From an optimization exercise on the open Yosys and OpenROAD flow, aimed at small area; shortcuts taken in it are not production practice.
The RTL was checked by simulation tests, not by an equivalence proof against the original design.
No driver is modelled on the clock port, so clock power and skew are understated where the tree is cut down; a real chip needs a root buffer or a tree.
No activity file was given, so power comes from the tool's default toggle rates.

Design board_shell, start of the top module:
module board_shell #(
    parameter int unsigned DEBOUNCE_CYCLES = shell_pkg::DEBOUNCE_DEFAULT,
    parameter int unsigned SCAN_CYCLES     = shell_pkg::SCAN_DEFAULT,
    parameter int unsigned SLOW_CYCLES     = shell_pkg::SLOW_DEFAULT,
    parameter int unsigned FAST_CYCLES     = shell_pkg::FAST_DEFAULT
) (
    input  logic              clk,
    input  logic              nrst,
    input  shell_pkg::buttons_t          buttons,
    input  logic [shell_pkg::VIEW_W-1:0] view,
    input  shell_pkg::cpu_status_t       status,
    input  logic              step_ready,
    output logic [shell_pkg::DIGITS-1:0] an,
    output logic [shell_pkg::SEG_W-1:0]  seg,
    output logic              step_valid,
    output logic              core_nrst
);
    shell_pkg::buttons_t          clean_buttons;
    logic [shell_pkg::VIEW_W-1:0] clean_view;
    logic [4:0]                   nsel;
    logic                         sys_rst;
    logic                         turbo_load;
    input_conditioner i_input_conditioner (
        .clk          (clk),
        .nrst         (nrst),
        .buttons      (buttons),
        .view         (view),
        .sys_nrst     (core_nrst),
        .sys_rst      (sys_rst),
        .turbo_load   (turbo_load),
        .clean_buttons(clean_buttons),
        .clean_view   (clean_view)
    );
    run_control i_run_control (
  ...
Size in the first run: roughly 550 cells after synthesis, roughly 150 flip-flops, about 190 I/O pins, ~5500 sq um of cells after synthesis.
==> module view_select, before the edit <==
module view_select (
    input  logic              clk,
    input  logic              nrst,
    input  logic [shell_pkg::VIEW_W-1:0] clean_view,
    output logic [4:0]        nsel
);
    logic [4:0] nsel_d;
    view_decode u_dec (.v(clean_view), .nsel(nsel_d));
    always_ff @(posedge clk) begin
        nsel <= nsel_d;
    end
endmodule
==> module display_scan, before the edit <==
module display_scan (
    input  logic              clk,
    input  logic              nrst,
    input  shell_pkg::cpu_status_t       status,
    input  logic [4:0]        nsel,
    output logic [shell_pkg::DIGITS-1:0] an,
    output logic [shell_pkg::SEG_W-1:0]  seg
);
    logic [4:0] scan;        
    logic [4:0] scan_d;
    logic [2:0] digit_idx;
    logic [2:0] digit_d;
    logic [2:0] digit_n;
    logic       wrap_n, run_n, run, fb_n, c1, c2;
    logic [3:0] x [5];       
    logic [3:0] nib;
    logic       na, nb, none, is_a;
    always_ff @(posedge clk) begin
        scan <= scan_d;
    end
    always_ff @(posedge clk, negedge nrst) begin
        if (!nrst) begin
            digit_idx <= '0;
        end else begin
            digit_idx <= digit_d;
        end
    end
    g_nand4b u_wr  (.a_n(scan[0]), .b(scan[4]), .c(scan[3]), .d(scan[1]), .y(wrap_n));
    g_nand2  u_rn  (.a(nrst), .b(wrap_n), .y(run_n));
    g_inv    u_run (.a(run_n), .y(run));
    g_nand2  u_s1  (.a(run), .b(scan[0]), .y(scan_d[1]));
    g_nor2   u_s2  (.a(run_n), .b(scan[1]), .y(scan_d[2]));
    g_nand2  u_s3  (.a(run), .b(scan[2]), .y(scan_d[3]));
    g_nor2   u_s4  (.a(run_n), .b(scan[3]), .y(scan_d[4]));
    g_xor2   u_fb  (.a(scan[4]), .b(scan[2]), .y(fb_n));
    g_nor2   u_s0  (.a(run_n), .b(fb_n), .y(scan_d[0]));
    for (genvar k = 0; k < 3; k++) begin : g_dn
        g_inv u (.a(digit_idx[k]), .y(digit_n[k]));
    end
    g_xnor2 u_d0 (.a(digit_idx[0]), .b(wrap_n), .y(digit_d[0]));
    g_nor2  u_c1 (.a(wrap_n), .b(digit_n[0]), .y(c1));
    g_xor2  u_d1 (.a(digit_idx[1]), .b(c1), .y(digit_d[1]));
    g_and2  u_c2 (.a(c1), .b(digit_idx[1]), .y(c2));
    g_xor2  u_d2 (.a(digit_idx[2]), .b(c2), .y(digit_d[2]));
    for (genvar d = 0; d < 8; d++) begin : g_an
        g_nand3 u (.a(d & 1 ? digit_idx[0] : digit_n[0]),
                   .b(d & 2 ? digit_idx[1] : digit_n[1]),
                   .c(d & 4 ? digit_idx[2] : digit_n[2]), .y(an[d]));
    end
    for (genvar w = 0; w < 5; w++) begin : g_w
        for (genvar b = 0; b < 4; b++) begin : g_b
            logic [3:0] y;
            for (genvar k = 0; k < 4; k++) begin : g_k
                g_o22ai u (.a1(an[2*k]),   .a2(status[w*32 + 8*k + b]),
                           .b1(an[2*k+1]), .b2(status[w*32 + 8*k + 4 + b]), .y(y[k]));
            end
            g_nor4 u_x (.a(y[0]), .b(y[1]), .c(y[2]), .d(y[3]), .y(x[w][b]));
        end
    end
    g_nand3 u_na (.a(nsel[0]), .b(nsel[1]), .c(nsel[2]), .y(na));
    g_nand2 u_nb (.a(nsel[3]), .b(nsel[4]), .y(nb));
    g_o21ai u_no (.a1(na), .a2(nb), .b1(nrst), .y(none));
    g_nand4 u_ia (.a(an[0]), .b(an[2]), .c(an[4]), .d(an[7]), .y(is_a));
    for (genvar b = 0; b < 4; b++) begin : g_nib
        logic z01, z23, z4;
        g_o22ai u_01 (.a1(nsel[0]), .a2(x[0][b]), .b1(nsel[1]), .b2(x[1][b]), .y(z01));
        g_o22ai u_23 (.a1(nsel[2]), .a2(x[2][b]), .b1(nsel[3]), .b2(x[3][b]), .y(z23));
        g_nor2  u_4  (.a(nsel[4]), .b(x[4][b]), .y(z4));
        if (b == 0) begin : g_b0
            g_a2111oi u (.a1(none), .a2(is_a), .b1(z01), .c1(z23), .d1(z4), .y(nib[b]));
        end else if (b == 2) begin : g_b2
            g_nor4 u (.a(z01), .b(z23), .c(z4), .d(none), .y(nib[b]));
        end else begin : g_b13
            g_o31ai u (.a1(z01), .a2(z23), .a3(z4), .b1(nrst), .y(nib[b]));
        end
    end
    seg7_decode u_seg (.nib(nib), .seg(seg));
endmodule
==> module g_o31ai, before the edit <==
module g_o31ai (input logic a1, a2, a3, b1, output logic y);
    assign y = ~((a1 | a2 | a3) & b1);
endmodule
clock: 10.0 ns
lec_check: 0
cap_margin: 20
core_margin: 2
core_utilization: 40
slew_margin: 20
synth_hierarchical: 1
synth_minimum_keep_size: 0
standard.sh (not shown) runs the stock make flow with config.mk's settings and CLKGATE_MAP_FILE= SYNTH_SCRIPT=/design/flow/synth_recipe.tcl, a recipe that flattens the netlist after the stock synthesis.
==> flow/flow/run.sh <==
#!/bin/bash
# Standard synthesis and layout (standard.sh), with these changes to how the
# layout is made:
#  * after floorplanning, every cell is swapped for the smallest cell with the
#    same function (flow/downsize.tcl); placement's repair_design and the
#    later timing repair size cells up again where needed;
#  * every input and output port still gets its own buffer, but a
#    sky130_fd_sc_hd__buf_1 rather than the delay-cell default;
#  * the clock tree is a balanced two-level tree (flow/mancts.tcl, in place of
#    clock_tree_synthesis): the clock port drives one clkbuf_8, which drives
#    14 clkbuf_4, each placed at the centre of its own group of about 11
#    registers; every register sees the same two buffer stages.
# The full output of the flow goes to flow_run.log in the work folder.
set -euo pipefail
export POST_FLOORPLAN_TCL="$PWD/flow/downsize.tcl"
export BUFFER_PORTS_ARGS="-buffer_cell sky130_fd_sc_hd__buf_1"
export PRE_CTS_TCL="$PWD/flow/mancts.tcl"
export MAN_CTS_LEAVES=14 MAN_CTS_LEAF=sky130_fd_sc_hd__clkbuf_4 MAN_CTS_ROOT=sky130_fd_sc_hd__clkbuf_8
bash standard.sh > flow_run.log 2>&1
Other scripts of this flow, unchanged in this note and not shown: flow/flow/downsize.tcl, flow/flow/mancts.tcl
The baseline completed with no timing, DRC or antenna violations.
==> next run, changes <==
--- a/flow/design.v
+++ b/flow/design.v
@@ -177,14 +177,18 @@
     input  logic              nrst,
     input  logic [shell_pkg::VIEW_W-1:0] clean_view,
     output logic [4:0]        nsel
 );
     logic [4:0] nsel_d;
     view_decode u_dec (.v(clean_view), .nsel(nsel_d));
-    always_ff @(posedge clk) begin
-        nsel <= nsel_d;
+    always_ff @(posedge clk, negedge nrst) begin
+        if (!nrst) begin
+            nsel <= '1;
+        end else begin
+            nsel <= nsel_d;
+        end
     end
 endmodule
 module view_decode (
     input  logic [4:0] v,
     output logic [4:0] nsel
 );
@@ -253,25 +257,25 @@
             end
             g_nor4 u_x (.a(y[0]), .b(y[1]), .c(y[2]), .d(y[3]), .y(x[w][b]));
         end
     end
     g_nand3 u_na (.a(nsel[0]), .b(nsel[1]), .c(nsel[2]), .y(na));
     g_nand2 u_nb (.a(nsel[3]), .b(nsel[4]), .y(nb));
-    g_o21ai u_no (.a1(na), .a2(nb), .b1(nrst), .y(none));
+    g_nor2  u_no (.a(na), .b(nb), .y(none));
     g_nand4 u_ia (.a(an[0]), .b(an[2]), .c(an[4]), .d(an[7]), .y(is_a));
     for (genvar b = 0; b < 4; b++) begin : g_nib
         logic z01, z23, z4;
         g_o22ai u_01 (.a1(nsel[0]), .a2(x[0][b]), .b1(nsel[1]), .b2(x[1][b]), .y(z01));
         g_o22ai u_23 (.a1(nsel[2]), .a2(x[2][b]), .b1(nsel[3]), .b2(x[3][b]), .y(z23));
         g_nor2  u_4  (.a(nsel[4]), .b(x[4][b]), .y(z4));
         if (b == 0) begin : g_b0
             g_a2111oi u (.a1(none), .a2(is_a), .b1(z01), .c1(z23), .d1(z4), .y(nib[b]));
         end else if (b == 2) begin : g_b2
             g_nor4 u (.a(z01), .b(z23), .c(z4), .d(none), .y(nib[b]));
         end else begin : g_b13
-            g_o31ai u (.a1(z01), .a2(z23), .a3(z4), .b1(nrst), .y(nib[b]));
+            g_nor3 u (.a(z01), .b(z23), .c(z4), .y(nib[b]));
         end
     end
     seg7_decode u_seg (.nib(nib), .seg(seg));
 endmodule
 module seg7_decode (
     input logic [3:0] nib,
@@ -465,15 +469,12 @@
 module g_nor3b (input logic a, b, c_n, output logic y);
     assign y = ~a & ~b & c_n;
 endmodule
 module g_nor4bb (input logic a, b, c_n, d_n, output logic y);
     assign y = ~a & ~b & c_n & d_n;
 endmodule
-module g_o31ai (input logic a1, a2, a3, b1, output logic y);
-    assign y = ~((a1 | a2 | a3) & b1);
-endmodule
 module g_a2111oi (input logic a1, a2, b1, c1, d1, output logic y);
     assign y = ~((a1 & a2) | b1 | c1 | d1);
 endmodule
 module g_nand4 (input logic a, b, c, d, output logic y);
     assign y = ~(a & b & c & d);
 endmodule
What happened: Worst setup slack got worse by 0.12 ns. Global-route usage went down by 0.66 points. Synthesized cell count stays the same. Utilization drops by 0.11 points. Cell area barely changes. Power stays flat. Area after synthesis goes up by 0.46%. Combinational power fell by about 2%. Wire length went down by 1.4%. Register-to-register slack improves by 0.05 ns. Via count falls by 0.67%. Sequential share of layout area came out higher by 0.42 points. Clock power barely changes.
In every run of this note, the design's own scripts or RTL, not TritonCTS, make the clock network.

==> afterwards: timing with drivers on the ports <==
Ports are ideal in the flow. The routed layouts listed here were re-timed in OpenROAD.
Step 1 (the two cells are an assumption about what drives the block):
set clk [get_ports {clk}]
set_driving_cell -lib_cell sky130_fd_sc_hd__clkbuf_16 $clk
set_driving_cell -lib_cell sky130_fd_sc_hd__buf_2 [delete_from_list [all_inputs] $clk]
Step 2 also shifts input and output timing later by t, the mid clock arrival at the registers, as if the neighbouring blocks saw the same clock.
Slacks: ideal / step 1 / step 2; pairs: ideal / step 1.
run | t (ns) | setup WS [ns] | worst hold slack (ns)
the first run | 0.426 | 3.703 / 3.674 / 3.674 | 0.362 / 0.362 / 0.362
the second run | 0.429 | 3.583 / 3.561 / 3.561 | 0.312 / 0.312 / 0.312
After both steps every run listed still meets setup and hold. The setup slack of the first run, which loses most, moves by -0.029 ns with the drivers and by -0.029 ns with both steps.
